This design comes from an exercise in tuning for small area, a short achievable clock period and few clock cycles on the open sky130 flow, not from production work.
The RTL was checked by simulation tests, not by an equivalence proof against the original design.
No activity file was given, so power comes from the tool's default toggle rates.

`flow/config.mk`:
```
export PLATFORM = sky130hd
export DESIGN_NAME = time_ordered_event_queue
export DESIGN_NICKNAME = time_ordered_event_queue
export VERILOG_FILES = /design/flow/design.v
export SDC_FILE = /design/flow/constraint.sdc
export NUM_CORES = 8
export LEC_CHECK = 0
export CAP_MARGIN = 20
export CORE_MARGIN = 2
export CORE_UTILIZATION = 55
export CTS_CLUSTER_DIAMETER = 100
export CTS_CLUSTER_SIZE = 24
export PLACE_DENSITY = 0.65
export SETUP_SLACK_MARGIN = 3.0
export SLEW_MARGIN = 20
export TNS_END_PERCENT = 100
```
`flow/constraint.sdc`:
```
create_clock -name core_clock -period 6.5 [get_ports {clk}]
set_input_delay 1.3000 -clock core_clock [delete_from_list [all_inputs] [get_ports {clk}]]
set_output_delay 1.3000 -clock core_clock [all_outputs]
set_load 0.01 [all_outputs]
```
`flow/design.v`:
```
`timescale 1ns / 1ps
package toeq_pkg;
  localparam int FIELD_TIME_W = 40;
  localparam int KIND_W       = 3;
  localparam int IDENT_W      = 16;
  localparam int LINE_W       = 8;
  localparam int OCC_W        = 7;
  localparam int STATUS_W     = 3;
  localparam int APB_ADDR_W = 4;
  localparam int APB_DATA_W = 64;
  localparam logic [APB_ADDR_W-1:0] REG_HORIZON_ADDR = 4'h0;
  typedef enum logic {
    REQ_INSERT = 1'b0,
    REQ_PULL   = 1'b1
  } req_type_t;
  typedef enum logic [STATUS_W-1:0] {
    ST_INSERTED     = 3'd0,
    ST_DROP_HORIZON = 3'd1,
    ST_DROP_FULL    = 3'd2,
    ST_PULLED       = 3'd3,
    ST_END_EVENT    = 3'd4
  } status_t;
  typedef struct packed {
    logic [KIND_W-1:0]  kind;
    logic [IDENT_W-1:0] ident;
    logic [LINE_W-1:0]  line;
  } event_tag_t;
  typedef struct packed {
    logic load_new;
    logic shift_prev;
    logic shift_next;
  } cell_ctrl_t;
endpackage
`timescale 1ns / 1ps
import toeq_pkg::*;
module toeq_gt #(
  parameter int W = 40
) (
  input  logic [W-1:0] a,
  input  logic [W-1:0] b,
  output logic         gt
);
  localparam int N1 = (W + 3) / 4;
  localparam int N2 = (N1 + 3) / 4;
  logic [4*N1-1:0] g0, p0;
  logic [4*N2-1:0] g1, p1;
  logic [3:0]      g2, p2;
  assign g0 = (4*N1)'(a & ~b);
  assign p0 = {{(4*N1-W){1'b1}}, a | ~b};
  for (genvar k = 0; k < 4 * N2; k++) begin : g_l1
    if (k < N1) begin : g_grp
      logic [3:0] g, p;
      assign g = g0[4*k +: 4];
      assign p = p0[4*k +: 4];
      assign g1[k] = g[3] | (p[3] & g[2]) | (p[3] & p[2] & g[1]) | (p[3] & p[2] & p[1] & g[0]);
      assign p1[k] = &p;
    end else begin : g_pad
      assign g1[k] = 1'b0;
      assign p1[k] = 1'b1;
    end
  end
  for (genvar k = 0; k < 4; k++) begin : g_l2
    if (k < N2) begin : g_grp
      logic [3:0] g, p;
      assign g = g1[4*k +: 4];
      assign p = p1[4*k +: 4];
      assign g2[k] = g[3] | (p[3] & g[2]) | (p[3] & p[2] & g[1]) | (p[3] & p[2] & p[1] & g[0]);
      assign p2[k] = &p;
    end else begin : g_pad
      assign g2[k] = 1'b0;
      assign p2[k] = 1'b1;
    end
  end
  assign gt = g2[3] | (p2[3] & g2[2]) | (p2[3] & p2[2] & g2[1]) | (p2[3] & p2[2] & p2[1] & g2[0]);
endmodule
module toeq_cell #(
  parameter int TIME_BITS = 40,
  parameter int TAG_W     = 27
) (
  input  logic                 clk,
  input  logic                 sel_hold,
  input  logic                 sel_prev,
  input  logic                 sel_next,
  input  logic                 sel_new,
  input  logic [TIME_BITS-1:0] new_time,
  input  logic [TAG_W-1:0]     new_tag,
  input  logic [TIME_BITS-1:0] prev_time,
  input  logic [TAG_W-1:0]     prev_tag,
  input  logic [TIME_BITS-1:0] next_time,
  input  logic [TAG_W-1:0]     next_tag,
  output logic [TIME_BITS-1:0] cell_time,
  output logic [TAG_W-1:0]     cell_tag
);
  always_ff @(posedge clk) begin
    cell_time <= ({TIME_BITS{sel_hold}} & cell_time) | ({TIME_BITS{sel_prev}} & prev_time)
               | ({TIME_BITS{sel_next}} & next_time) | ({TIME_BITS{sel_new}}  & new_time);
    cell_tag  <= ({TAG_W{sel_hold}} & cell_tag) | ({TAG_W{sel_prev}} & prev_tag)
               | ({TAG_W{sel_next}} & next_tag) | ({TAG_W{sel_new}}  & new_tag);
  end
endmodule
module toeq_adjust #(
  parameter int N = 64
) (
  input  logic [N-1:0] sel_hold,
  input  logic [N-1:0] sel_prev,
  input  logic [N-1:0] sel_next,
  input  logic [N-1:0] sel_new,
  input  logic [N-1:0] vec,
  input  logic         new_gt,
  output logic [N-1:0] moved
);
  for (genvar i = 0; i < N; i++) begin : g_bit
    logic rp, rn;
    if (i == 0) begin : g_head
      assign rp = 1'b0;
    end else begin : g_body
      assign rp = vec[i-1];
    end
    if (i == N - 1) begin : g_tail
      assign rn = 1'b1;
    end else begin : g_inner
      assign rn = vec[i+1];
    end
    assign moved[i] = (sel_hold[i] && vec[i]) || (sel_prev[i] && rp)
                   || (sel_next[i] && rn) || (sel_new[i] && new_gt);
  end
endmodule
`timescale 1ns / 1ps
import toeq_pkg::*;
module time_ordered_event_queue #(
  parameter int QUEUE_DEPTH = 64,
  parameter int TIME_BITS   = 40
) (
  input  logic                  clk,
  input  logic                  rst,
  input  logic                    req_valid,
  output logic                    req_ready,
  input  logic                    req_type,
  input  logic [FIELD_TIME_W-1:0] req_event_time,
  input  logic [KIND_W-1:0]       req_event_kind,
  input  logic [IDENT_W-1:0]      req_event_ident,
  input  logic [LINE_W-1:0]       req_line_number,
  output logic                    rsp_valid,
  input  logic                    rsp_ready,
  output logic [STATUS_W-1:0]     rsp_status,
  output logic [FIELD_TIME_W-1:0] rsp_out_time,
  output logic [KIND_W-1:0]       rsp_out_kind,
  output logic [IDENT_W-1:0]      rsp_out_ident,
  output logic [LINE_W-1:0]       rsp_out_line,
  output logic [OCC_W-1:0]        rsp_occupancy,
  input  logic                  psel,
  input  logic                  penable,
  input  logic                  pwrite,
  input  logic [APB_ADDR_W-1:0] paddr,
  input  logic [APB_DATA_W-1:0] pwdata,
  output logic [APB_DATA_W-1:0] prdata,
  output logic                  pready
);
  localparam int N     = QUEUE_DEPTH;
  localparam int CNT_W = $clog2(QUEUE_DEPTH + 1);
  localparam int TAG_W = KIND_W + IDENT_W + LINE_W;
  localparam int RES_W = STATUS_W + FIELD_TIME_W + TAG_W + OCC_W;
  logic [TIME_BITS-1:0] horizon;
  assign pready = 1'b1;
  always_ff @(posedge clk) begin
    if (rst) begin
      horizon <= '0;
    end else if (psel && penable && pwrite && (paddr == REG_HORIZON_ADDR)) begin
      horizon <= TIME_BITS'(pwdata[FIELD_TIME_W-1:0]);
    end
  end
  always_comb begin
    prdata = '0;
    if (paddr == REG_HORIZON_ADDR) begin
      prdata = APB_DATA_W'(FIELD_TIME_W'(horizon));
    end
  end
  logic a_valid, b_valid, skid_valid;
  logic exec_b, adv_a, accept;
  logic b_valid_next, skid_next, out_free;
  assign exec_b    = b_valid && !skid_valid;
  assign adv_a     = a_valid;
  assign req_ready = !b_valid_next || !skid_next;
  assign accept    = req_valid && req_ready;
  always_ff @(posedge clk) begin
    a_valid <= !rst && accept;
    b_valid <= b_valid_next;
  end
  logic [TIME_BITS-1:0] in_time;
  logic                 in_past;
  logic [N-1:0]         in_vec;
  logic                 in_ngt;
  assign in_time = TIME_BITS'(req_event_time);
  assign in_past = (in_time >= horizon);
  logic                 a_pull;
  logic [TIME_BITS-1:0] a_time;
  logic [TAG_W-1:0]     a_tag;
  logic                 a_past;
  logic [N-1:0]         a_vec;
  logic                 a_ngt;
  always_ff @(posedge clk) begin
    a_pull <= req_type;
    a_time <= in_time;
    a_tag  <= {req_event_kind, req_event_ident, req_line_number};
    a_past <= in_past;
    a_vec  <= in_vec;
    a_ngt  <= in_ngt;
  end
  logic                 b_pull;
  logic [TIME_BITS-1:0] b_time;
  logic [TAG_W-1:0]     b_tag;
  logic                 b_past;
  logic [N-1:0]         b_after;
  logic [N-1:0]         a_after;
  always_ff @(posedge clk) begin
    if (adv_a) begin
      b_pull  <= a_pull;
      b_time  <= a_time;
      b_tag   <= a_tag;
      b_past  <= a_past;
      b_after <= a_after;
    end
  end
  logic [CNT_W-1:0] count;
  logic [N-1:0]     occ;
  logic             is_full, is_empty, do_insert, do_pull;
  logic [CNT_W-1:0] count_next;
  assign is_full  = occ[N-1];
  assign is_empty = !occ[0];
  logic             pull_next, past_next, exec_next;
  logic [N-1:0]     occ_next;
  assign out_free     = !rsp_valid || rsp_ready;
  assign skid_next    = !rst && !out_free && (skid_valid || exec_b);
  assign b_valid_next = !rst && (adv_a || (b_valid && !exec_b));
  assign pull_next    = adv_a ? a_pull : b_pull;
  assign past_next    = adv_a ? a_past : b_past;
  assign exec_next    = b_valid_next && !skid_next;
  assign occ_next = rst       ? '0
                  : do_insert ? {occ[N-2:0], 1'b1}
                  : do_pull   ? {1'b0, occ[N-1:1]}
                  : occ;
  assign ins_next = exec_next && !pull_next && !past_next && !occ_next[N-1];
  assign pul_next = exec_next && pull_next && occ_next[0];
  always_ff @(posedge clk) begin
    do_insert <= ins_next;
    do_pull   <= pul_next;
  end
  always_comb begin
    count_next = count;
    if (do_insert) begin
      count_next = count + CNT_W'(1);
    end else if (do_pull) begin
      count_next = count - CNT_W'(1);
    end
  end
  always_ff @(posedge clk) begin
    if (rst) begin
      count <= '0;
    end else begin
      count <= count_next;
    end
    occ <= occ_next;
  end
  logic [N-1:0] sel_hold, sel_prev, sel_next, sel_new;
  logic [N-1:0] after_next;
  logic         ins_next, pul_next;
  assign after_next = adv_a ? a_after : b_after;
  assign sel_next   = {N{do_pull}};
  for (genvar i = 0; i < N; i++) begin : g_sel
    logic ap;
    if (i == 0) begin : g_head
      assign ap = 1'b0;
    end else begin : g_body
      assign ap = after_next[i-1];
    end
    always_ff @(posedge clk) begin
      sel_prev[i] <= ins_next && ap;
      sel_new[i]  <= ins_next && after_next[i] && !ap;
      sel_hold[i] <= !pul_next && !(ins_next && after_next[i]);
    end
  end
  logic [TIME_BITS-1:0] cell_time [N];
  logic [TAG_W-1:0]     cell_tag  [N];
  for (genvar i = 0; i < N; i++) begin : g_cell
    logic [TIME_BITS-1:0] prev_time, next_time;
    logic [TAG_W-1:0]     prev_tag,  next_tag;
    if (i == 0) begin : g_head
      assign prev_time = b_time;
      assign prev_tag  = b_tag;
    end else begin : g_body
      assign prev_time = cell_time[i-1];
      assign prev_tag  = cell_tag[i-1];
    end
    if (i == N - 1) begin : g_tail
      assign next_time = cell_time[i];
      assign next_tag  = cell_tag[i];
    end else begin : g_inner
      assign next_time = cell_time[i+1];
      assign next_tag  = cell_tag[i+1];
    end
    toeq_cell #(
      .TIME_BITS(TIME_BITS),
      .TAG_W    (TAG_W)
    ) u_cell (
      .clk      (clk),
      .sel_hold (sel_hold[i]),
      .sel_prev (sel_prev[i]),
      .sel_next (sel_next[i]),
      .sel_new  (sel_new[i]),
      .new_time (b_time),
      .new_tag  (b_tag),
      .prev_time(prev_time),
      .prev_tag (prev_tag),
      .next_time(next_time),
      .next_tag (next_tag),
      .cell_time(cell_time[i]),
      .cell_tag (cell_tag[i])
    );
  end
  logic [N-1:0] raw;
  logic         bn_gt, an_gt;
  for (genvar i = 0; i < N; i++) begin : g_cmp
    logic gt;
    toeq_gt #(.W(TIME_BITS)) u_gt (.a(cell_time[i]), .b(in_time), .gt(gt));
    assign raw[i] = !occ[i] || gt;
  end
  toeq_gt #(.W(TIME_BITS)) u_gt_b (.a(b_time), .b(in_time), .gt(bn_gt));
  toeq_gt #(.W(TIME_BITS)) u_gt_a (.a(a_time), .b(in_time), .gt(an_gt));
  assign in_ngt = a_valid ? an_gt : bn_gt;
  toeq_adjust #(.N(N)) u_adj_in (
    .sel_hold(sel_hold), .sel_prev(sel_prev), .sel_next(sel_next), .sel_new(sel_new),
    .vec(raw), .new_gt(bn_gt), .moved(in_vec)
  );
  toeq_adjust #(.N(N)) u_adj_a (
    .sel_hold(sel_hold), .sel_prev(sel_prev), .sel_next(sel_next), .sel_new(sel_new),
    .vec(a_vec), .new_gt(a_ngt), .moved(a_after)
  );
  logic [STATUS_W-1:0]     ex_status;
  logic [FIELD_TIME_W-1:0] ex_time;
  logic [TAG_W-1:0]        ex_tag;
  always_comb begin
    ex_status = ST_INSERTED;
    ex_time   = '0;
    ex_tag    = '0;
    if (b_pull) begin
      if (is_empty) begin
        ex_status = ST_END_EVENT;
        ex_time   = FIELD_TIME_W'(horizon);
      end else begin
        ex_status = ST_PULLED;
        ex_time   = FIELD_TIME_W'(cell_time[0]);
        ex_tag    = cell_tag[0];
      end
    end else if (b_past) begin
      ex_status = ST_DROP_HORIZON;
    end else if (is_full) begin
      ex_status = ST_DROP_FULL;
    end
  end
  logic [RES_W-1:0] ex_res;
  logic [RES_W-1:0] skid_res;
  logic [RES_W-1:0] out_res;
  assign ex_res   = {ex_status, ex_time, ex_tag, OCC_W'(count_next)};
  always_ff @(posedge clk) begin
    if (rst) begin
      rsp_valid  <= 1'b0;
      skid_valid <= 1'b0;
    end else if (out_free) begin
      rsp_valid  <= skid_valid || exec_b;
      skid_valid <= 1'b0;
    end else if (exec_b) begin
      skid_valid <= 1'b1;
    end
  end
  always_ff @(posedge clk) begin
    if (out_free) begin
      out_res <= skid_valid ? skid_res : ex_res;
    end
    if (!out_free && exec_b) begin
      skid_res <= ex_res;
    end
  end
  assign {rsp_status, rsp_out_time, rsp_out_kind, rsp_out_ident, rsp_out_line, rsp_occupancy} = out_res;
endmodule
```
`flow/flow/run.sh`:
```
#!/bin/bash
# The standard layout (standard.sh, with config.mk's settings) plus two
# changes: the APB address and read-data pins sit together on the die's edge
# (io.tcl, read where the floorplan step reads IO_CONSTRAINTS), and the port
# buffers are buf_4 cells instead of the delay buffers buffer_ports would pick.
set -euo pipefail
work=$(pwd)
bash standard.sh \
  "IO_CONSTRAINTS=$work/flow/io.tcl" \
  "BUFFER_PORTS_ARGS=-buffer_cell sky130_fd_sc_hd__buf_4" \
  finish > "$work/standard.log" 2>&1
```
`flow/flow/io.tcl`:
```
set_io_pin_constraint -group -order -pin_names {paddr[0] paddr[1] paddr[2] paddr[3] prdata[0] prdata[1] prdata[2] prdata[3] prdata[4] prdata[5] prdata[6] prdata[7] prdata[8] prdata[9] prdata[10] prdata[11] prdata[12] prdata[13] prdata[14] prdata[15] prdata[16] prdata[17] prdata[18] prdata[19] prdata[20] prdata[21] prdata[22] prdata[23] prdata[24] prdata[25] prdata[26] prdata[27] prdata[28] prdata[29] prdata[30] prdata[31] prdata[32] prdata[33] prdata[34] prdata[35] prdata[36] prdata[37] prdata[38] prdata[39]}
```
`flow/standard.sh`:
```
#!/bin/bash
# synth_recipe.tcl (not shown) runs the flow's synth.tcl, then flattens the netlist and writes it again
# the make line also repeats each setting of config.mk as NAME=value (left out here)
make -C /OpenROAD-flow-scripts/flow DESIGN_CONFIG=/design/flow/config.mk WORK_HOME=/design/flow/orfs CLKGATE_MAP_FILE= SYNTH_SCRIPT=/design/flow/synth_recipe.tcl "${@:-finish}"
```
==> results of run 1 <==
==> registers in the layout (all words and copies together), names as in the netlist, 62 cells and up <==
register and cells:
sel_new 64, g_cell.u_cell.cell_time 2560, a_vec 64, out_res 77
skid_res 77, occ 64, g_cell.u_cell.cell_tag 1728, sel_prev 62
b_after 64, sel_hold 64
==> critical path: cells and delay by family <==
kind / cells / cell delay, ps
compound gates: 7 / 1930
buf+inv: 2 / 950
simple gates: 2 / 480
==> cells in the final DEF (no fill, tap or decap), types with 75 or more instances in the layout <==
master	netlist	final
nor2_1	754	736
maj3_1	347	346
o2bb2ai_1	77	76
edfxtp_1	221	221
clkbuf_16	0	240
nor2b_1	535	532
nand2_1	4635	4633
nand2b_1	486	485
a21o_1	112	112
a2bb2oi_1	77	76
o211ai_1	117	117
o21ai_0	415	395
a222oi_1	248	248
a31oi_1	145	140
o2111ai_1	79	76
a211oi_1	123	112
o221ai_1	226	226
and2_1	109	109
a22oi_1	8558	8557
buf_4	36	831
nor3b_1	76	75
dfxtp_1	4795	4597
nor3_1	153	138
inv_1	739	721
o22ai_1	391	390
dfxtp_2	0	154
buf_12	0	98
mux2i_1	95	95
a221oi_1	94	86
nand3_1	150	148
a21oi_1	987	977
==> area by class of cell <==
type                    instances  area [um^2]  area share [%]
inverters                     762         3120            1.21
multi-input cells           20094       129000            49.8
well taps                    5928         7420            2.87
repair buffers               1005         9260            3.58
clock inverters                37          527           0.204
clock buffers                 311         6320            2.44
diodes                         58          145          0.0561
flip-flops and latches       5016       103000            39.8
==> what timing repair did <==
item	CTS	global route
pin swaps	9	19
setup buffers	23	13
resized for setup	170	199
gates cloned	2	1
setup endpoints to repair	242	295
==> cell usage after synthesis, types with 24 or more instances <==
master     instances  area [um^2]
buf_4             36          270
nor4_1            60          375
or4_1             24          180
a221o_1           55          551
nand2b_1         486         3040
inv_1            739         2770
nand4_1           59          369
o31ai_1           70          526
nor3_1           153          766
a222oi_1         248         2480
a22o_1            38          333
a211o_1           28          245
o221a_2           32          360
nand2_1         4635        17400
buf_1            517         1940
buf_2            196          981
o21ai_0          415         2080
a31oi_1          145          907
a22oi_1         8558        64200
a221oi_1          94          823
or3_1             27          169
a2bb2oi_1         77          674
a211oi_1         123          923
a2111oi_0         63          552
a21oi_1          987         4940
o2111ai_1         79          692
nor2_1           754         2830
o2bb2ai_1         77          674
nor2b_1          535         3350
edfxtp_1         221         6640
nor3b_1           76          571
ha_1              42          526
and3_1            48          300
dfxtp_1         4795        96000
a21o_1           112          841
mux2_2            74          833
o221ai_1         226         1980
and2_1           109          682
o211ai_1         117          878
o22ai_1          391         2450
o21bai_1          52          390
clkbuf_1        2481         9310
nand3_1          150          751
mux2i_1           95          951
maj3_1           347         3470
==> metal layers <==
| metal | routed length (um) | GRT usage (%) |
|---|---|---|
| met5 | 809 | 0.638 |
| met4 | 68900 | 24.9 |
| met3 | 150000 | 14.8 |
| met2 | 452000 | 65.8 |
| met1 | 422000 | 60.5 |
==> where the power goes <==
group	internal (mW)	switching (mW)	leakage, nW
Sequential	37.2	8.77	41.5
Clock	7.18	11.0	3.32
Combinational	6.74	8.30	56.7
==> kinds of logic (layout without fill, tap and decap cells) <==
logic type | after synthesis | in the layout
AO/OA/AOI/OAI | 12255 | 12255
XOR/XNOR | 6 | 6
adder cells (fa/ha/maj) | 411 | 411
buffers and inverters | 3998 | 2115
flip-flops | 5016 | 5016
multiplexers | 169 | 169
other | 2 | 83
AND/OR/NAND/NOR | 7225 | 7228
==> how the worst max path moves through the flow <==
stage / to / startpoint / depth (start not counted) / slack [ps]
finish: a_vec[12] / req_event_time[36] / 11 / 2670
detailed placement: a_vec[8] / req_event_time[0] / 11 / 1060
global placement: a_vec[8] / req_event_time[0] / 11 / 770
global route: a_vec[3] / req_event_time[2] / 11 / 2850
CTS: a_vec[33] / req_event_time[4] / 11 / 2870
floorplan: skid_res[0] / rsp_ready / 2 / 2110
==> per-stage QoR <==
stage          setup WS (ps)  instance area [um^2]
2_1_floorplan           2110                246000
3_3_place_gp             773                250000
3_5_place_dp            1060                250000
4_1_cts                 2870                257000
5_1_grt                 2850                259000
6_report                2670                259000
==> metrics.md, run 1 <==
| Metric | Value |
|---|---|
| All-layer global routing usage | a little under half |
| Peak VDD IR | approximately 0.26 mV |
| Critical path arrival | roughly 4800 ps |
| Worst r2r src | g_cell[9].u_cell.cell_time[13] |
| Core ar. | around 450,000 um^2 |
| Total Wirelength | ~1100 mm |
| Crit-path max FO | 19 |
| Initial core utilization | 55.2% |
| Setup Skew | approximately 90 ps |
| Cell Area, Synth | 246,000 um^2 |
| Synth Area in Compound Gates | 36.6% |
| Initial antenna violation count | 70 |
| Vias in the first global route | about 230k |
| Share of cells above drive strength 1 | between 6 and 7% |
| Synth Area in Adders | under 10% |
| Clock sink count | 5,016 |
| Clk latency of the worst-skew pair | roughly 1100 ps |
| DRT antenna net count | 0 |
| Worst R2R End | a_vec[9] |
| Final-report hold violation count | 0 |
| Setup CP Type | input port to flop |
| Standard-cell rows | ~250 |
| DP Wirelength | between 700 and 800 mm |
| Final-stage net count | 27,302 |
| Max clock buf depth | 4 |
| Worst hold path class | input port to flop |
| Yosys warning count | 4 |
| Die Span Y | between 600 and 700 um |
| Fmax | between 200 and 300 MHz |
| Hold depth | 1 |
| DRT Pass-1 Iters | 17 |
| Layout overhead on the synthesized area | 5.23% |
| Crit end category | flop |
| Sequential fraction of the synthesis area | between 40% and 50% |
| Number of synthesized flops with an enable pin | around 220 |
| CP cell instances | clkbuf_8 -> buf_4 -> nand2b_1 -> a21boi_0 -> o31ai_1 -> a21o_1 -> nand4_1 -> a211oi_2 -> o211a_1 -> o22ai_1 -> a221o_1 |
| Placed insts | 32,762 |
| Leak | between 100 and 150 nW |
| GR Overflow Total | 0 |
| R2R setup slack | 2810 ps |
| Worst reg-to-reg path cell count | 9 |
| Final min period | approximately 3800 ps |
| First-pass GRT wire length | roughly 1600 mm |
| Commonest register cell after synthesis | dfxtp_1 |
| Worst Setup Start Kind | input port |
| Slew Limit Fails | 0 |
| Largest family of logic cells by synthesized area | compound AO/OA/AOI/OAI gates |
| CTS tree | built |
| H-tree levels | 4 |
| Avg WL per Cell | between 30 and 40 um |
| Total negative setup slack | 0 ps |
| Worst rel slew slack | under 10% |
| Die X-Extent | 672 um |
| Crit path max-delay cell type | buf_4 |
| Average cell area after synthesis | roughly 8.5 um^2 |
| Starting DRT DRC Count | 41,060 |
| Hold-fix buffers, CTS | 0 |
| Root buffer cell | clkbuf_16 |
| Clk pin slew, worst setup/hold paths | between 100 and 150 ps |
| Worst hold start | req_event_ident[9] |
| Pwr dens | between 300 and 400 nW/um^2 |
| CP max stage delay | roughly 600 ps |
| I/O Pins | ~290 |
| Unrepaired setup endpoints after global routing | true |
| Simple-Gate Fraction of Synth Area | 12.9% |
| Port Buffers | between 200 and 250 |
| Pwr Total | approximately 79 mW |
| Mux share of post-synthesis cell area | 0.726% |
| Final setup fails | 0 |
| CP required | 7490 ps |
| Die ar. | roughly 450,000 um^2 |
| Worst Hold Endpoint | a_tag[17] |
| Fin crit share | about three fifths |
| Cells after Synth | a little under 30,000 |
| # DRC | 0 |
| Synth Area in XOR/XNOR | less than 1% |
| Outcome | timing/DRC/antenna clean |
| Gpl congestion | between 1 and 1.5 |
| Layout fillers | 41,046 |
| Post-layout util | 58.1% |
| Vias | between 200k and 250k |
| Asr flop ratio synth | 0% |
| Count of different cell masters after synthesis | 101 |
| Pin count of the biggest net entering global routing | 239 |
| Max Cap Viol | 0 |
| Post-DR vias/cell | about 7.5 |
| FF+latch count, synth | ~5,000 |
| Hold_ws | roughly 310 ps |
| Worst-margin pin slew | between 1000 and 1500 ps |
| Final cell count without fillers | around 33,000 |
| CTS buffer count | ~240 |
Testbench counts, summed over its fixed seeds: cycles 32,024.
==> run 2: changes to the inputs <==
==> flow/flow/run.sh (replaced) <==
#!/bin/bash
# The standard layout (standard.sh, with config.mk's settings) plus three
# changes: the APB address and read-data pins sit together on the die's edge
# (io.tcl, read where the floorplan step reads IO_CONSTRAINTS), the port
# buffers are buf_4 cells instead of the delay buffers buffer_ports would pick,
# and the steps estimate wire parasitics with pessimistic layer RC
# (layer_rc.tcl, read in place of the platform's setRC.tcl).
set -euo pipefail
work=$(pwd)
bash standard.sh \
  "IO_CONSTRAINTS=$work/flow/io.tcl" \
  "BUFFER_PORTS_ARGS=-buffer_cell sky130_fd_sc_hd__buf_4" \
  "LAYER_PARASITICS_FILE=$work/flow/layer_rc.tcl" \
  finish > "$work/standard.log" 2>&1
==> flow/flow/layer_rc.tcl (new file) <==
set_layer_rc -layer li1 -capacitance 1.873750e-04 -resistance 8.970000e-02
set_layer_rc -layer met1 -capacitance 2.154688e-04 -resistance 1.116125e-03
set_layer_rc -layer met2 -capacitance 1.702913e-04 -resistance 1.116125e-03
set_layer_rc -layer met3 -capacitance 2.687025e-04 -resistance 1.958750e-04
set_layer_rc -layer met4 -capacitance 1.851600e-04 -resistance 1.958750e-04
set_layer_rc -layer met5 -capacitance 1.926087e-04 -resistance 2.226250e-05

set_layer_rc -via mcon -resistance 9.249146E-3
set_layer_rc -via via -resistance 4.5E-3
set_layer_rc -via via2 -resistance 3.368786E-3
set_layer_rc -via via3 -resistance 0.376635E-3
set_layer_rc -via via4 -resistance 0.00580E-3

set_wire_rc -signal -layer met1
set_wire_rc -clock -layer met3
==> run 2 against run 1 <==
  * Count of clock-buffer cells in the layout decreased by 23
  * Via count increased by 0.23%
  * Combinational power about the same
  * Clock skew increased by 2.3 ps
  * Clock power decreased by 2%
  * Global-route usage about the same
  * Fmax increased by 4.0%
  * Sequential cell count unchanged
  * Final cell count increased by 0.40%
  * Critical path depth decreased by 4
  * Die area unchanged
  * Synthesized cell count unchanged
  * Largest cell class unchanged
==> metrics.md, run 2 <==
| Metric | Value |
|---|---|
| Outcome | timing/DRC/antenna clean |
| CP max stage delay | 330 ps |
| Share of cells above drive strength 1 | between 7 and 8% |
| Worst Hold Endpoint | a_tag[1] |
| Die Span Y | roughly 670 um |
| DP Wirelength | between 700 and 800 mm |
| Final cell count without fillers | between 30,000 and 40,000 |
| Crit end category | output port |
| Design area | ~260,000 um^2 |
| Final-report hold violation count | 0 |
| Max Cap Viol | 0 |
| Unrepaired setup endpoints after global routing | true |
| Most common cell after layout, fill and taps aside | a22oi_1 |
| Slew Limit Fails | 0 |
| Worst r2r src | b_time[33] |
| Die X-Extent | about 670 um |
| Yosys warning count | 4 |
| CTS tree | built |
| Dpl ws | about 1300 ps |
| Vias in the first global route | roughly 230k |
| R2R setup slack | approximately 3200 ps |
| Fin crit share | approximately 57% |
| Worst R2R End | a_vec[49] |
| Clk pin slew, worst setup/hold paths | 100 ps |
| Peak VDD IR | roughly 0.36 mV |
| Setup CP Type | input port to output port |
| Worst Setup Start Kind | input port |
| Sequential fraction of the synthesis area | between 40% and 50% |
| CP cell instances | buf_6 -> nor4_4 -> buf_6 -> buf_12 -> buf_16 -> and2_4 -> buf_6 |
| Worst-margin pin slew | around 1100 ps |
| CP startpoint | paddr[1] |
| CP most frequent cell | buf_6 |
| Count of different cell masters after synthesis | 101 |
| DRT antenna net count | 0 |
| CTS buffer count | 236 |
| Avg WL per Cell | 33.1 um |
| Starting DRT DRC Count | ~39,000 |
| Final setup fails | 0 |
| Hold_ws | approximately 300 ps |
| Hold depth | 1 |
| Commonest register cell after synthesis | dfxtp_1 |
| Share of the synthesized area in the top cell type | about two fifths |
| Standard-cell rows | ~250 |
| GR Overflow Total | 0 |
| Final min period | 3680 ps |
| Setup Skew | between 90 and 100 ps |
| Root buffer cell | clkbuf_16 |
| FF+latch count, synth | between 5,000 and 6,000 |
| Port Buffers | 237 |
| Layout fillers | approximately 41,000 |
| Placed insts | between 30,000 and 40,000 |
| Max clock buf depth | 4 |
| CP Buf/Inv Count | 5 |
| Largest register FFs | roughly 2,600 |
| Sw frac | between 30 and 40% |
| Number of synthesized flops with an enable pin | between 200 and 250 |
| Crit-path max FO | 5 |
| Total negative setup slack | 0 ps |
| Pin count of the biggest net entering global routing | 179 |
| Placed Area | between 200,000 and 300,000 um^2 |
| # DRC | 0 |
| Fmax | ~270 MHz |
| All-layer global routing usage | 45.7% |
| Total Wirelength | between 1000 and 1500 mm |
| Worst hold path class | input port to flop |
| Pwr dens | just over 300 nW/um^2 |
| Most frequent cells in the layout | a22oi_1, nand2_1, dfxtp_1 |
| DRT Pass-1 Iters | 17 |
| Critical path arrival | ~2400 ps |
| Average cell area after synthesis | between 8 and 9 um^2 |
| Worst hold start | req_line_number[1] |
| Initial core utilization | between 50% and 60% |
| Internal power | slightly above 50 mW |
| Initial antenna violation count | between 40 and 50 |
| Gate power share | 19.3% |
| CP top delay family | buffers and inverters |
| Layout overhead on the synthesized area | 6.26% |
| Cells after Synth | around 29,000 |
| Clk latency of the worst-skew pair | about 1100 ps |
| Worst rel slew slack | 26.7% |
| Hold-fix buffers, CTS | 0 |
| Area leader, netlist | dfxtp_1 |
| Final-stage net count | 27,470 |
| Pwr Total | ~79 mW |
| Regs by FF count | g_cell.u_cell.cell_time: 2560 flops, g_cell.u_cell.cell_tag: 1728 flops |
| Crit path max-delay cell type | nor4_4 |
| Gpl congestion | 1.03 |
| Count leader, synth | a22oi_1 |
| Setup ws final | between 2000 and 3000 ps |
| Core ar. | approximately 450,000 um^2 |
| Reg power frac | 58.2% |
| Worst reg-to-reg path cell count | 12 |
| Leak | between 100 and 150 nW |
| Asr flop ratio synth | 0% |
| Clk pwr share | between 20% and 30% |
| H-tree levels | 4 |
| Post-DR vias/cell | 7.50 |
| Clock sink count | 5,016 |
| First-pass GRT wire length | between 1500 and 2000 mm |
| CP required | between 5000 and 6000 ps |
| Die ar. | roughly 450,000 um^2 |
| Cell Area, Synth | roughly 250,000 um^2 |
| Largest Register | g_cell.u_cell.cell_time |
| NetSw | 28.3 mW |
| Vias | between 200k and 300k |
| I/O Pins | 287 |
| Most common library cells after synthesis | a22oi_1, dfxtp_1, nand2_1 |
| Post-layout util | between 50% and 60% |
| Area contributors post-synth | dfxtp_1, a22oi_1, nand2_1 |
run 2: layout make-up:
class / instances / area [um^2] / area share (%)
tap: 5928 / 7420 / 2.84
antenna: 47 / 118 / 0.0450
inverter: 762 / 3140 / 1.20
clock buffer: 288 / 6150 / 2.36
sequential: 5016 / 103000 / 39.4
multi-input combinational: 20092 / 129000 / 49.6
clock inverter: 33 / 433 / 0.166
timing repair buffer: 1177 / 11500 / 4.42
run 2: worst register-to-register path: cells and delay by family (launching register included):
| family | cells | cell delay, ps |
|---|---|---|
| compound gates | 5 | 1190 |
| fa+ha+maj | 1 | 470 |
| buf+inv | 3 | 660 |
| flops | 1 | 420 |
| simple gates | 3 | 500 |
run 2: cells by family (layout without fill, tap and decap cells):
| kind of cell | count (synthesis) | count (layout) | synth area share (%) |
|---|---|---|---|
| AO/OA/AOI/OAI | 12255 | 12255 | 36.6 |
| XOR/XNOR | 6 | 6 | 0.0214 |
| adder cells (fa/ha/maj) | 411 | 411 | 1.73 |
| buffers and inverters | 3998 | 2260 | 6.27 |
| flip-flops | 5016 | 5016 | 41.8 |
| multiplexers | 169 | 169 | 0.726 |
| other | 2 | 72 | 0.00306 |
| AND/OR/NAND/NOR | 7225 | 7226 | 12.9 |
run 2: routing by layer:
layer / share of wire (%) / vias to the layer above / track usage (%) / wire length (um)
li1: - / 106518 / - / -
met2: 41 / 17369 / 65.1 / 451000
met1: 39 / 122969 / 60.2 / 425000
met3: 14 / 3259 / 15.4 / 150000
met4: 6.7 / 44 / 26.1 / 73800
met5: 0.14 / - / 1.17 / 1490
run 2: repair_timing:
action,4_1_cts,5_1_grt
pin swaps,14,24
buffers inserted,20,17
resized for setup,278,300
setup endpoints to repair,177,255
gates cloned,8,10
run 2: power groups by stage:
stage | sequential, mW | combinational (mW) | clock, mW
after CTS | 46.4 | 15.5 | 19.1
after global placement | 47.0 | 14.8 | 0
after global routing | 47.9 | 18.1 | 20.3
after detailed placement | 46.2 | 14.4 | 0
after floorplan | 42.8 | 10.9 | 0
final | 46.1 | 15.3 | 17.8
run 2: how the worst max path moves through the flow:
stage	slack, ps	depth (start not counted)	end
floorplan	2110	2	skid_res[0]
global placement	740	10	a_vec[5]
detailed placement	1270	8	a_vec[39]
CTS	2780	4	req_ready
global route	2770	7	prdata[9]
finish	2820	7	prdata[9]
==> run 3: changes to the inputs <==
--- a/flow/config.mk
+++ b/flow/config.mk
@@ -5,12 +5,12 @@
 export SDC_FILE = /design/flow/constraint.sdc
 export NUM_CORES = 8
 export LEC_CHECK = 0
-export CAP_MARGIN = 20
+export CAP_MARGIN = 5
 export CORE_MARGIN = 2
 export CORE_UTILIZATION = 55
 export CTS_CLUSTER_DIAMETER = 100
 export CTS_CLUSTER_SIZE = 24
 export PLACE_DENSITY = 0.65
 export SETUP_SLACK_MARGIN = 3.0
-export SLEW_MARGIN = 20
+export SLEW_MARGIN = 5
 export TNS_END_PERCENT = 100
==> run 3 against run 2 <==
  * Sequential power is essentially flat
  * Fmax shrank 1.2%
  * Core utilization is essentially flat
  * Sequential cell count is the same
  * Critical path type unchanged
==> metrics.md, run 3 <==
| Metric | Value |
|---|---|
| Outcome | timing/DRC/antenna clean |
| Yosys warning count | 4 |
| Largest Register | g_cell.u_cell.cell_time |
| CP startpoint | paddr[1] |
| CTS buffer count | about 240 |
| Total Wirelength | between 1000 and 1500 mm |
| Largest register FFs | between 2,000 and 3,000 |
| Hold_ws | ~330 ps |
| Pin count of the biggest net entering global routing | 179 |
| Worst rel slew slack | between 20% and 30% |
| Area leader, netlist | dfxtp_1 |
| CP required | 5200 ps |
| Slew Limit Fails | 0 |
| Critical path arrival | between 2000 and 2500 ps |
| Clk latency of the worst-skew pair | 1080 ps |
| Max clock buf depth | 4 |
| I/O Pins | 287 |
| Vias in the first global route | 230,051 |
| Area of the multi-input gates | 129,000 um^2 |
| Starting DRT DRC Count | around 40,000 |
| Initial core utilization | between 50% and 60% |
| Layout overhead on the synthesized area | 6.33% |
| Clock sink count | around 5,000 |
| Worst r2r src | b_time[29] |
| Share of the synthesized area in the top cell type | between 30% and 40% |
| Leak | a little over 100 nW |
| Regs by FF count | g_cell.u_cell.cell_time: 2560 flops, g_cell.u_cell.cell_tag: 1728 flops |
| Pwr dens | slightly above 300 nW/um^2 |
| Peak VDD IR | about 0.32 mV |
| Cell Area, Synth | 246,000 um^2 |
| DRT antenna net count | 0 |
| CTS tree | built |
| Final setup fails | 0 |
| Most common cell after layout, fill and taps aside | a22oi_1 |
| Worst Setup Start Kind | input port |
| Die ar. | 452,000 um^2 |
| Share of cells above drive strength 1 | under 10% |
| Avg WL per Cell | 32.9 um |
| All-layer global routing usage | a little under half |
| Crit end category | output port |
| Count leader, synth | a22oi_1 |
| DP Wirelength | about 770 mm |
| Port Buffers | 237 |
| Commonest register cell after synthesis | dfxtp_1 |
| Gpl congestion | 1.03 |
| Unrepaired setup endpoints after global routing | true |
| Standard-cell rows | between 200 and 250 |
| Cells after Synth | ~29,000 |
| GR Overflow Total | 0 |
| Asr flop ratio synth | 0% |
| Worst reg-to-reg path cell count | 11 |
| Dpl ws | 1250 ps |
| Worst-margin pin slew | between 1000 and 1500 ps |
| Setup Skew | 75.8 ps |
| # DRC | 0 |
| Die Span Y | 672 um |
| Vias | roughly 250k |
| Root buffer cell | clkbuf_16 |
| Setup ws final | 2770 ps |
| Number of synthesized flops with an enable pin | about 220 |
| Post-DR vias/cell | 7.50 |
| Crit path to | prdata[23] |
| Worst hold path class | input port to flop |
| Most frequent cells in the layout | a22oi_1, nand2_1, dfxtp_1 |
| Seq. cell area | approximately 100,000 um^2 |
| Setup CP Type | input port to output port |
| Pwr Total | 79.4 mW |
| DRT Pass-1 Iters | 22 |
| Clk pin slew, worst setup/hold paths | about 90 ps |
| Layout fillers | ~40,000 |
| R2R setup slack | between 3000 and 4000 ps |
| Final-report hold violation count | 0 |
| Final-stage net count | around 27,000 |
| Area contributors post-synth | dfxtp_1, a22oi_1, nand2_1 |
| H-tree levels | 4 |
| Most common library cells after synthesis | a22oi_1, dfxtp_1, nand2_1 |
| Core ar. | ~450,000 um^2 |
| Total negative setup slack | 0 ps |
| FF+latch count, synth | ~5,000 |
| First-pass GRT wire length | between 1500 and 2000 mm |
| Sequential fraction of the synthesis area | between 40% and 50% |
| Worst R2R End | a_vec[49] |
| Max Cap Viol | 0 |
| Initial antenna violation count | 64 |
| Fmax | 268 MHz |
| Count of different cell masters after synthesis | around 100 |
| Fin crit share | between 50% and 60% |
| Average cell area after synthesis | ~8.5 um^2 |
| Die X-Extent | between 600 and 700 um |
| Final min period | approximately 3700 ps |
| Crit-path max FO | 5 |
## run 3: cell counts after synthesis
No cell type changed its count.
## run 3: power breakdown
part / leakage (nW) / internal (mW) / total [mW] / switching, mW
sequential: 41.4 / 37.3 / 46.1 / 8.83
combinational: 58.0 / 6.86 / 15.3 / 8.45
clock: 3.28 / 7.05 / 18.0 / 11.0
## run 3: repair_timing
action                     4_1_cts  5_1_grt
resized for setup              273      326
setup endpoints to repair      166      334
hold buffers                     0        0
gates cloned                     7       10
setup buffers                   22       14
pin swaps                       12       28
## run 3: per-stage QoR
step,util [%],cells,cell area [um^2]
2_1_floorplan,-,29105,246000
3_3_place_gp,56.4,32918,251000
4_1_cts,58.3,33280,259000
5_1_grt,58.7,33313,261000
3_5_place_dp,56.4,32919,251000
6_report,58.7,33360,261000
## run 3: cell type report
cell class | instances | area share, %
inverters | 762 | 1.19
multi-input cells | 20092 | 49.6
clock inverters | 40 | 0.200
repair buffers | 1176 | 4.40
flip-flops and latches | 5016 | 39.4
clock buffers | 292 | 2.38
well taps | 5928 | 2.84
diodes | 54 | 0.0517
## run 3: cell families after synthesis
logic type | after synthesis | synth area share [%]
xor+xnor | 6 | 0.0214
simple gates | 7225 | 12.9
flops | 5016 | 41.8
compound gates | 12255 | 36.6
other cells | 2 | 0.00306
fa+ha+maj | 411 | 1.73
mux | 169 | 0.726
buf+inv | 3998 | 6.27
## run 3: routing by layer
layer | vias to the layer above | share of wire [%] | wire, um | global-route usage, %
met2 | 17492 | 41 | 448000 | 64.9
met4 | 48 | 6.8 | 74900 | 26.7
met1 | 122897 | 38 | 422000 | 60.1
met3 | 3233 | 14 | 152000 | 15.2
met5 | - | 0.072 | 787 | 0.595
li1 | 106515 | - | - | -
## run 3: worst min path at each step
stage                             startpoint  slack, ps  depth (start not counted)       end
after floorplan                     a_tag[0]        390                          0  b_tag[0]
after global placement              a_tag[2]        390                          0  b_tag[2]
after detailed placement            a_tag[0]        390                          0  b_tag[0]
after CTS                 req_line_number[3]        150                          1  a_tag[3]
after global routing      req_line_number[1]        190                          1  a_tag[1]
final                     req_line_number[2]        330                          1  a_tag[2]
## run 3: critical path, stage by stage
cell and delay (ps):
buf_6 100, nor4_4 290, buf_4 190, buf_12 110, buf_12 90, buf_16 100
and2_4 150, buf_6 100
==> run 4: changes to the inputs <==
==> flow/config.mk (replaced) <==
export PLATFORM = sky130hd
export DESIGN_NAME = time_ordered_event_queue
export DESIGN_NICKNAME = time_ordered_event_queue
export VERILOG_FILES = /design/flow/design.v
export SDC_FILE = /design/flow/constraint.sdc
export NUM_CORES = 8
export LEC_CHECK = 0
export CAP_MARGIN = 20
export CORE_MARGIN = 2
export CORE_UTILIZATION = 58
export CTS_CLUSTER_DIAMETER = 100
export CTS_CLUSTER_SIZE = 24
export PLACE_DENSITY = 0.68
export SETUP_SLACK_MARGIN = 3.0
export SLEW_MARGIN = 20
export TNS_END_PERCENT = 100
==> run 4 against run 3 <==
  * Sequential power is essentially flat
  * Core utilization grew 2.6 points
  * Routed wire length shrank 3.0%
  * Combinational power is essentially flat
  * First-iteration DRC count shrank 0.62%
  * Critical path type unchanged
  * Still clean
  * Highest routed layer unchanged
==> metrics.md, run 4 <==
| Metric | Value |
|---|---|
| Design area | roughly 260,000 um^2 |
| DP Wirelength | 746 mm |
| Total Wirelength | approximately 1100 mm |
| Starting DRT DRC Count | 39,666 |
| I/O Pins | ~290 |
| CP required | around 5200 ps |
| Worst-margin pin slew | 1110 ps |
| Initial antenna violation count | 59 |
| Asr flop ratio synth | 0% |
| Area contributors post-synth | dfxtp_1, a22oi_1, nand2_1 |
| Yosys warning count | 4 |
| Share of cells above drive strength 1 | between 7 and 8% |
| Largest register FFs | ~2,600 |
| DRT antenna net count | 0 |
| Worst hold start | req_line_number[2] |
| # DRC | 0 |
| Commonest register cell after synthesis | dfxtp_1 |
| Worst Hold Endpoint | a_tag[2] |
| Fin crit share | ~55% |
| Clock sink count | ~5,000 |
| Vias in the first global route | about 230k |
| Most common library cells after synthesis | a22oi_1, dfxtp_1, nand2_1 |
| CTS buffer count | around 240 |
| Hold depth | 1 |
| Area leader, netlist | dfxtp_1 |
| Number of synthesized flops with an enable pin | ~220 |
| Cells after Synth | between 20,000 and 30,000 |
| Final-report hold violation count | 0 |
| Final-stage net count | 27,438 |
| Worst rel slew slack | 25.5% |
| Pin count of the biggest net entering global routing | 203 |
| Clk pin slew, worst setup/hold paths | approximately 100 ps |
| Die X-Extent | between 600 and 700 um |
| Most frequent cells in the layout | a22oi_1, nand2_1, dfxtp_1 |
| Max clock buf depth | 4 |
| GR Overflow Total | 0 |
| Worst hold path class | input port to flop |
| Sequential fraction of the synthesis area | between 40% and 50% |
| Worst r2r src | g_cell[48].u_cell.cell_time[33] |
| Largest Register | g_cell.u_cell.cell_time |
| Vias | around 250k |
| R2R setup slack | ~3200 ps |
| Die ar. | about 430,000 um^2 |
| Slew Limit Fails | 0 |
| Setup ws final | roughly 2900 ps |
| Final min period | roughly 3600 ps |
| Unrepaired setup endpoints after global routing | true |
| Standard-cell rows | 239 |
| Hold_ws | 309 ps |
| Most common cell after layout, fill and taps aside | a22oi_1 |
| Worst R2R End | a_vec[48] |
| Peak VDD IR | ~0.43 mV |
| Crit-path max FO | 3 |
| Setup Skew | around 94 ps |
| Leak | 102 nW |
| Layout fillers | a little under 40,000 |
| Initial core utilization | about three fifths |
| Count of different cell masters after synthesis | ~100 |
| Share of the synthesized area in the top cell type | between 30% and 40% |
| Root buffer cell | clkbuf_16 |
| Cell Area, Synth | 246,000 um^2 |
| Regs by FF count | g_cell.u_cell.cell_time: 2560 flops, g_cell.u_cell.cell_tag: 1728 flops |
| Max Cap Viol | 0 |
| Avg WL per Cell | roughly 32 um |
| Setup CP Type | input port to output port |
| First-pass GRT wire length | 1540 mm |
| Critical path arrival | between 2000 and 2500 ps |
| Pwr Total | slightly below 80 mW |
| Placed Area | between 200,000 and 300,000 um^2 |
| Total negative setup slack | 0 ps |
| Layout overhead on the synthesized area | 5.54% |
| CTS tree | built |
| FF+latch count, synth | approximately 5,000 |
| Core ar. | between 400,000 and 500,000 um^2 |
| All-layer global routing usage | between 40% and 50% |
| Average cell area after synthesis | ~8.5 um^2 |
| Outcome | timing/DRC/antenna clean |
| Count leader, synth | a22oi_1 |
| Dpl ws | 1330 ps |
| H-tree levels | 4 |
| DRT Pass-1 Iters | 14 |
| Crit end category | output port |
| Clk latency of the worst-skew pair | ~1100 ps |
| Gpl congestion | 1.03 |
| Post-DR vias/cell | 7.58 |
| Worst Setup Start Kind | input port |
| Pwr dens | between 300 and 400 nW/um^2 |
| Fmax | 280 MHz |
| Final setup fails | 0 |
| Worst reg-to-reg path cell count | 9 |
| Port Buffers | about 240 |
| Die Span Y | 655 um |
-- run 4: report_power, final --
part / internal [mW] / leakage (nW) / switching, mW
Clock: 6.89 / 3.17 / 10.8
Sequential: 37.3 / 41.4 / 8.79
Combinational: 6.81 / 57.5 / 8.35
-- run 4: cell families (layout without fill, tap and decap cells) --
group | count (synthesis) | count (layout) | share of synthesized area [%]
adder cells (fa/ha/maj) | 411 | 411 | 1.73
AO/OA/AOI/OAI | 12255 | 12255 | 36.6
AND/OR/NAND/NOR | 7225 | 7226 | 12.9
XOR/XNOR | 6 | 6 | 0.0214
other | 2 | 72 | 0.00306
flip-flops | 5016 | 5016 | 41.8
multiplexers | 169 | 169 | 0.726
buffers and inverters | 3998 | 2220 | 6.27
-- run 4: repair_timing --
item,4_1_cts,5_1_grt
cloned,1,5
gates resized for setup,154,239
pin swaps,12,21
endpoints found under the setup margin,158,392
hold buffers,0,0
setup buffers,26,19
-- run 4: worst max-delay path: stages --
cell      delay [ps]
buf_6            120
nand2b_4         140
or2_4            230
or3_4            340
buf_6            130
-- run 4: cell type report --
cell class              instances  area [um^2]  share of cell area [%]
diodes                         47          118                  0.0453
clock buffers                 284         6190                    2.39
clock inverters                28          317                   0.122
inverters                     762         3140                    1.21
multi-input cells           20092       129000                    49.7
flip-flops and latches       5016       103000                    39.7
well taps                    5663         7090                    2.73
repair buffers               1146        10700                    4.12
-- run 4: through the flow --
step,utilization [%],cells
2_1_floorplan,-,29105
3_3_place_gp,59.2,32623
3_5_place_dp,59.2,32625
4_1_cts,61.0,32964
5_1_grt,61.3,32998
6_report,61.3,33038
-- run 4: worst max path at each step --
stage,start,depth (start not counted),endpoint
5_1_grt,paddr[1],5,prdata[5]
2_1_floorplan,rsp_ready,2,skid_res[0]
4_1_cts,skid_valid,4,req_ready
3_5_place_dp,req_event_time[1],12,a_vec[5]
6_report,rsp_ready,5,req_ready
3_3_place_gp,req_event_time[37],10,a_vec[39]
-- run 4: layer usage --
layer,GRT usage (%),part of all wire [%],vias up
met2,65.7,41,18218
met1,61.4,38,122175
met4,28.2,6.8,52
met3,16.9,14,3378
li1,-,-,106517
met5,0.419,0.10,-
==> run 5: changes to the inputs <==
--- a/flow/config.mk
+++ b/flow/config.mk
@@ -7,10 +7,10 @@
 export LEC_CHECK = 0
 export CAP_MARGIN = 20
 export CORE_MARGIN = 2
-export CORE_UTILIZATION = 58
+export CORE_UTILIZATION = 62
 export CTS_CLUSTER_DIAMETER = 100
 export CTS_CLUSTER_SIZE = 24
-export PLACE_DENSITY = 0.68
+export PLACE_DENSITY = 0.72
 export SETUP_SLACK_MARGIN = 3.0
 export SLEW_MARGIN = 20
 export TNS_END_PERCENT = 100
==> run 5 against run 4 <==
  * Global-route usage rose by 3.2 points
  * Final cell count decreased by 1.1%
  * Cell area up 0.27%
  * Clock skew decreased by 3.5 ps
  * Sequential share of layout area shrank 0.094 points
  * Clock power is essentially flat
  * Area after synthesis stayed put
  * Non-clock buffer count increased by 36
  * Critical path type unchanged
  * Largest power group unchanged
==> metrics.md, run 5 <==
| Metric | Value |
|---|---|
| Max Cap Viol | 0 |
| Initial antenna violation count | between 70 and 80 |
| Area contributors post-synth | dfxtp_1, a22oi_1, nand2_1 |
| Most common cell after layout, fill and taps aside | a22oi_1 |
| Count leader, synth | a22oi_1 |
| Worst hold path class | input port to flop |
| Fmax | 278 MHz |
| Area leader, netlist | dfxtp_1 |
| Crit-path max FO | 7 |
| Largest register FFs | 2,560 |
| Cell Area, Synth | ~250,000 um^2 |
| Initial core utilization | ~62% |
| Clock sink count | between 5,000 and 6,000 |
| Setup Skew | about 90 ps |
| Sequential fraction of the synthesis area | 41.8% |
| Critical path arrival | ~2300 ps |
| Slew Limit Fails | 0 |
| Commonest register cell after synthesis | dfxtp_1 |
| Final-report hold violation count | 0 |
| Share of cells above drive strength 1 | 7.75% |
| Cells after Synth | slightly below 30,000 |
| Post-layout util | approximately two thirds |
| Placed Area | about 250,000 um^2 |
| Worst-margin pin slew | roughly 1100 ps |
| Final-stage net count | around 27,000 |
| Layout overhead on the synthesized area | 5.82% |
| Number of synthesized flops with an enable pin | 221 |
| Root buffer cell | clkbuf_16 |
| Die Span Y | ~630 um |
| Max clock buf depth | 4 |
| Design area | 260,000 um^2 |
| Average cell area after synthesis | about 8.5 um^2 |
| Fin crit share | a little under three fifths |
| Port Buffers | 237 |
| Clk latency of the worst-skew pair | roughly 1100 ps |
| Clk pin slew, worst setup/hold paths | 100 ps |
| Hold_ws | a little under 300 ps |
| Standard-cell rows | between 200 and 250 |
| Post-DR vias/cell | 7.74 |
| Avg WL per Cell | roughly 33 um |
| Unrepaired setup endpoints after global routing | true |
| CTS buffer count | about 230 |
| Crit end category | output port |
| Pwr dens | between 300 and 400 nW/um^2 |
| Yosys warning count | 4 |
| Vias | 252,776 |
| CP required | ~5200 ps |
| Vias in the first global route | about 230k |
| Pin count of the biggest net entering global routing | about 210 |
| I/O Pins | roughly 290 |
| Hold-fix buffers, CTS | 0 |
| Most frequent cells in the layout | a22oi_1, nand2_1, dfxtp_1 |
| Die X-Extent | 634 um |
| Gpl congestion | ~1.0 |
| H-tree levels | 4 |
| Share of the synthesized area in the top cell type | about two fifths |
| All-layer global routing usage | roughly 50% |
| FF+latch count, synth | roughly 5,000 |
| # DRC | 0 |
| Pwr Total | about 80 mW |
| Worst rel slew slack | 22.9% |
| Final min period | 3590 ps |
| Outcome | timing/DRC/antenna clean |
| Die ar. | ~400,000 um^2 |
| Worst Setup Start Kind | input port |
| GR Overflow Total | 0 |
| Final setup fails | 0 |
| First-pass GRT wire length | 1540 mm |
| Total negative setup slack | 0 ps |
| Most common library cells after synthesis | a22oi_1, dfxtp_1, nand2_1 |
| Peak VDD IR | 0.338 mV |
| DRT Pass-1 Iters | 14 |
| Total Wirelength | around 1100 mm |
| DP Wirelength | about 730 mm |
| CTS tree | built |
| DRT antenna net count | 0 |
| Setup CP Type | input port to output port |
| Count of different cell masters after synthesis | 101 |
| Asr flop ratio synth | 0% |
| Starting DRT DRC Count | about 44,000 |
| Regs by FF count | g_cell.u_cell.cell_time: 2560 flops, g_cell.u_cell.cell_tag: 1728 flops |
| Core ar. | 395,000 um^2 |
| Largest Register | g_cell.u_cell.cell_time |
| Leak | 103 nW |
## run 5: cell types whose count changed in the layout (fill, tap and decap cells not counted), moves of 11 or more
cell,delta
and2_4,+26
dfxtp_4,+11
buf_12,-14
and2_1,-26
buf_6,+42
## run 5: kinds of logic after synthesis
| family | after synthesis | share of synthesized area (%) |
|---|---|---|
| AO/OA/AOI/OAI | 12255 | 36.6 |
| AND/OR/NAND/NOR | 7225 | 12.9 |
| flip-flops | 5016 | 41.8 |
| buffers and inverters | 3998 | 6.27 |
| adder cells (fa/ha/maj) | 411 | 1.73 |
| multiplexers | 169 | 0.726 |
| XOR/XNOR | 6 | 0.0214 |
| other | 2 | 0.00306 |
## run 5: critical path, cell delays in order
cell and delay (ps):
buf_6 100, nor4_4 270, buf_6 210, clkbuf_16 170, and2_4 150, buf_6 100
## run 5: report_power, final
group	internal, mW	switching, mW	total (mW)
combinational	6.84	8.52	15.4
clock	6.89	10.7	17.6
sequential	37.3	8.68	45.9
## run 5: what timing repair did
item                                    in CTS  in global routing
pin swaps                                   17                 28
endpoints found under the setup margin     236                106
gates cloned                                 3                 17
endpoints found under the hold margin        0                  0
setup buffers                               28                 30
resized for setup                          206                331
## run 5: metal layers
layer / GRT usage, % / wire, um / vias to the layer above
met5: 0.918 / 1390 / -
met4: 33.1 / 86500 / 94
met3: 19.9 / 167000 / 4390
met2: 68.6 / 422000 / 19981
met1: 64.4 / 388000 / 121782
li1: - / - / 106529
## run 5: worst paths after layout
| check | start | to | slack, ps | cells past startpoint |
|---|---|---|---|---|
| setup / recovery | paddr[2] | prdata[33] | 2910 | 6 |
| hold / removal | req_line_number[0] | a_tag[0] | 300 | 1 |
| setup reg to reg | g_cell[59].u_cell.cell_time[8] | a_vec[60] | 3270 | 11 |
| hold reg to reg | a_tag[25] | b_tag[25] | 410 | 0 |
## run 5: area by class of cell
cell class / count / area (um^2)
Antenna cell: 56 / 140
Tap cell: 5242 / 6560
Multi-Input combinational cell: 20094 / 129000
Sequential cell: 5016 / 103000
Clock buffer: 290 / 6200
Inverter: 762 / 3310
Fill cell: 33902 / 135000
Clock inverter: 25 / 324
Timing Repair inverter: 3 / 33.8
Timing Repair Buffer: 1182 / 11100
## run 5: per-stage QoR
stage | cells | worst slack (ps)
final | 32670 | 2910
after floorplan | 29105 | 2110
after global placement | 32215 | 199
after detailed placement | 32217 | 1400
after CTS | 32563 | 2890
after global routing | 32634 | 2840
==> run 6: changes to the inputs <==
--- a/flow/config.mk
+++ b/flow/config.mk
@@ -7,10 +7,10 @@
 export LEC_CHECK = 0
 export CAP_MARGIN = 20
 export CORE_MARGIN = 2
-export CORE_UTILIZATION = 62
+export CORE_UTILIZATION = 50
 export CTS_CLUSTER_DIAMETER = 100
-export CTS_CLUSTER_SIZE = 24
-export PLACE_DENSITY = 0.72
+export CTS_CLUSTER_SIZE = 20
+export PLACE_DENSITY = 0.6
 export SETUP_SLACK_MARGIN = 3.0
 export SLEW_MARGIN = 20
 export TNS_END_PERCENT = 100
==> run 6 against run 5 <==
  * Highest routed layer unchanged
  * Sequential cell count did not move
  * Still clean
  * Final cell count grew 4.4%
  * Non-clock buffer count grew 130
  * First-iteration DRC count shrank 7.8%
  * Clock skew down 35 ps
  * Synthesized cell count is the same
==> metrics.md, run 6 <==
| Metric | Value |
|---|---|
| Worst reg-to-reg path cell count | 11 |
| Hold depth | 1 |
| Layout overhead on the synthesized area | 7.66% |
| # DRC | 0 |
| Count of different cell masters after synthesis | between 100 and 150 |
| Clock sink count | 5,016 |
| Vias | ~250k |
| Unrepaired setup endpoints after global routing | true |
| Number of synthesized flops with an enable pin | 221 |
| I/O Pins | 287 |
| All-layer global routing usage | between 40 and 50% |
| Crit end category | output port |
| CP most frequent cell | buf_6 |
| Share of the synthesized area in the top cell type | 39.1% |
| Final setup fails | 0 |
| Worst hold path class | input port to flop |
| Worst Setup Start Kind | input port |
| Average cell area after synthesis | ~8.5 um^2 |
| Count leader, synth | a22oi_1 |
| Gpl congestion | between 1 and 1.5 |
| Worst hold start | req_event_kind[0] |
| CTS tree | built |
| Initial core utilization | 50.2% |
| Largest Register | g_cell.u_cell.cell_time |
| Layout fillers | roughly 47,000 |
| Regs by FF count | g_cell.u_cell.cell_time: 2560 flops, g_cell.u_cell.cell_tag: 1728 flops |
| Seq. cell area | a little over 100,000 um^2 |
| Post-DR vias/cell | between 7 and 8 |
| Hold_ws | between 300 and 400 ps |
| Total Wirelength | between 1000 and 1500 mm |
| Worst R2R End | a_vec[52] |
| Core ar. | between 400,000 and 500,000 um^2 |
| Most common library cells after synthesis | a22oi_1, dfxtp_1, nand2_1 |
| Fmax | 275 MHz |
| DP Wirelength | 820 mm |
| R2R setup slack | 3230 ps |
| Largest register FFs | approximately 2,600 |
| CP cell instances | buf_6 -> nor4_4 -> buf_4 -> buf_12 -> buf_16 -> and2_4 -> buf_6 |
| Hold-fix buffers, CTS | 0 |
| Area contributors post-synth | dfxtp_1, a22oi_1, nand2_1 |
| Vias in the first global route | about 230k |
| DRT Pass-1 Iters | 13 |
| Setup Skew | between 50 and 60 ps |
| Worst rel slew slack | 25.6% |
| Total negative setup slack | 0 ps |
| Outcome | timing/DRC/antenna clean |
| First-pass GRT wire length | ~1700 mm |
| Pin count of the biggest net entering global routing | roughly 200 |
| CTS buffer count | ~290 |
| Avg WL per Cell | approximately 35 um |
| Setup CP Type | input port to output port |
| FF+latch count, synth | 5,016 |
| Final cell count without fillers | around 34,000 |
| Initial antenna violation count | 88 |
| Worst r2r src | b_time[29] |
| GR Overflow Total | 0 |
| Die ar. | approximately 500,000 um^2 |
| Design area | roughly 260,000 um^2 |
| Clk latency of the worst-skew pair | approximately 1100 ps |
| Cells after Synth | slightly below 30,000 |
| Crit-path max FO | 6 |
| Commonest register cell after synthesis | dfxtp_1 |
| Max clock buf depth | 4 |
| Die Span Y | ~710 um |
| Final-stage net count | roughly 28,000 |
| Clk pin slew, worst setup/hold paths | 90 ps |
| Root buffer cell | clkbuf_16 |
| H-tree levels | 5 |
| Asr flop ratio synth | 0% |
| Placed Area | ~250,000 um^2 |
| Max Cap Viol | 0 |
| Most frequent cells in the layout | a22oi_1, nand2_1, dfxtp_1 |
| Pwr dens | between 300 and 400 nW/um^2 |
| Area of the multi-input gates | roughly 130,000 um^2 |
| CP max stage delay | between 200 and 300 ps |
| DRT antenna net count | 0 |
| Critical path arrival | approximately 2300 ps |
| Final min period | between 3000 and 4000 ps |
| Worst-margin pin slew | between 1000 and 1500 ps |
| Starting DRT DRC Count | between 40,000 and 50,000 |
| Final-report hold violation count | 0 |
| CP required | 5200 ps |
| Leak | around 100 nW |
| Sequential fraction of the synthesis area | 41.8% |
| Slew Limit Fails | 0 |
| Placed insts | 33,539 |
| Area leader, netlist | dfxtp_1 |
| Yosys warning count | 4 |
| Most common cell after layout, fill and taps aside | a22oi_1 |
| Fin crit share | roughly 56% |
| Pwr Total | about 82 mW |
| CP Buf/Inv Count | 5 |
| Standard-cell rows | ~260 |
| Die X-Extent | between 700 and 800 um |
| Crit path max-delay cell type | nor4_4 |
| Cell Area, Synth | between 200,000 and 250,000 um^2 |
| Worst Hold Endpoint | a_tag[24] |
| Port Buffers | between 200 and 250 |
| Share of cells above drive strength 1 | 8.28% |
| Peak VDD IR | around 0.33 mV |
| CP top delay family | buffers and inverters |
## run 6: cell counts after synthesis
Identical to the previous run, type by type.
## run 6: logic make-up (layout without fill, tap and decap cells)
logic type	count (synthesis)	after routing	share of synthesized area, %
AND/OR/NAND/NOR	7225	7228	12.9
flip-flops	5016	5016	41.8
XOR/XNOR	6	6	0.0214
adder cells (fa/ha/maj)	411	411	1.73
buffers and inverters	3998	2470	6.27
other	2	88	0.00306
multiplexers	169	169	0.726
AO/OA/AOI/OAI	12255	12255	36.6
## run 6: area by class of cell
type / instances / share of cell area (%)
multi-input cells: 20094 / 48.8
well taps: 6475 / 3.06
flip-flops and latches: 5016 / 38.9
clock buffers: 364 / 2.94
inverters: 762 / 1.25
clock inverters: 32 / 0.171
diodes: 63 / 0.0596
repair buffers: 1312 / 4.81
## run 6: layer usage
layer  wire (um)  track usage [%]  share of wire, %
met1      456000             58.3                38
met2      494000             65.2                42
met3      146000             12.1                12
met4       90100             27.8               7.6
met5         642            0.173             0.054
## run 6: worst max-delay path by stage
stage	from	end	slack (ps)	cells after the start
6_report	paddr[1]	prdata[33]	2860	7
5_1_grt	paddr[1]	prdata[39]	2770	7
4_1_cts	rsp_valid	req_ready	2840	4
3_5_place_dp	req_event_time[38]	a_vec[56]	1090	11
3_3_place_gp	req_event_time[38]	a_vec[56]	550	11
2_1_floorplan	rsp_ready	skid_res[0]	2110	2
## run 6: repair_timing
item / CTS / global route
setup endpoints to repair: 193 / 300
buffers inserted: 64 / 31
pin swaps: 25 / 30
gates cloned: 8 / 14
resized for setup: 248 / 292
## run 6: worst register-to-register path: cells and delay by family (launching register included)
kind	cells	cell delay [ps]
compound gates	4	1050
flops	1	400
fa+ha+maj	2	720
simple gates	2	330
buf+inv	3	660
## run 6: report_power, final
group	switching, mW	total (mW)	internal [mW]
logic	8.53	15.4	6.89
clock network	11.6	20.2	8.57
registers	9.10	46.4	37.3
## run 6: stage by stage
step                utilization [%]  setup slack (ps)
finish                         54.0              2860
detailed placement             51.6              1090
global route                   54.0              2770
floorplan                         -              2110
CTS                            53.6              2840
global placement               51.6               553

[what the ideal ports hide]
Ports are ideal in the flow. The routed layouts listed here were re-timed in OpenROAD. Step 1, drivers: a clkbuf_16 drives clk and a buf_2 each remaining input, both assumed. Step 2 moves the port delays by t, midway between the first and last clock arrival at a register: inputs arrive t later, outputs are due t later. That takes back most of the time a late clock gives input paths. Three values: no drivers, after step 1, after step 2; two values: the first two.
| run | shift t [ns] | setup WS [ns] | slew at the worst register clock pin (ns) | worst slew at a driven data input, ns |
|---|---|---|---|---|
| run 1 | 1.180 | 2.674 / 2.766 / 1.585 | 0.11 / 0.11 | 0.13 |
| run 2 | 1.176 | 2.820 / 2.781 / 1.862 | 0.11 / 0.11 | 0.21 |
| run 3 | 1.172 | 2.774 / 2.732 / 1.812 | 0.11 / 0.11 | 0.21 |
| run 4 | 1.179 | 2.933 / 2.891 / 1.929 | 0.12 / 0.12 | 0.21 |
| run 5 | 1.192 | 2.905 / 2.843 / 1.650 | 0.11 / 0.11 | 0.58 |
| run 6 | 1.165 | 2.861 / 2.826 / 1.668 | 0.10 / 0.10 | 0.52 |
After both steps every run listed still meets setup and hold. The setup slack of run 5, which loses most, moves by -0.062 ns with the drivers and by -1.255 ns with both steps.
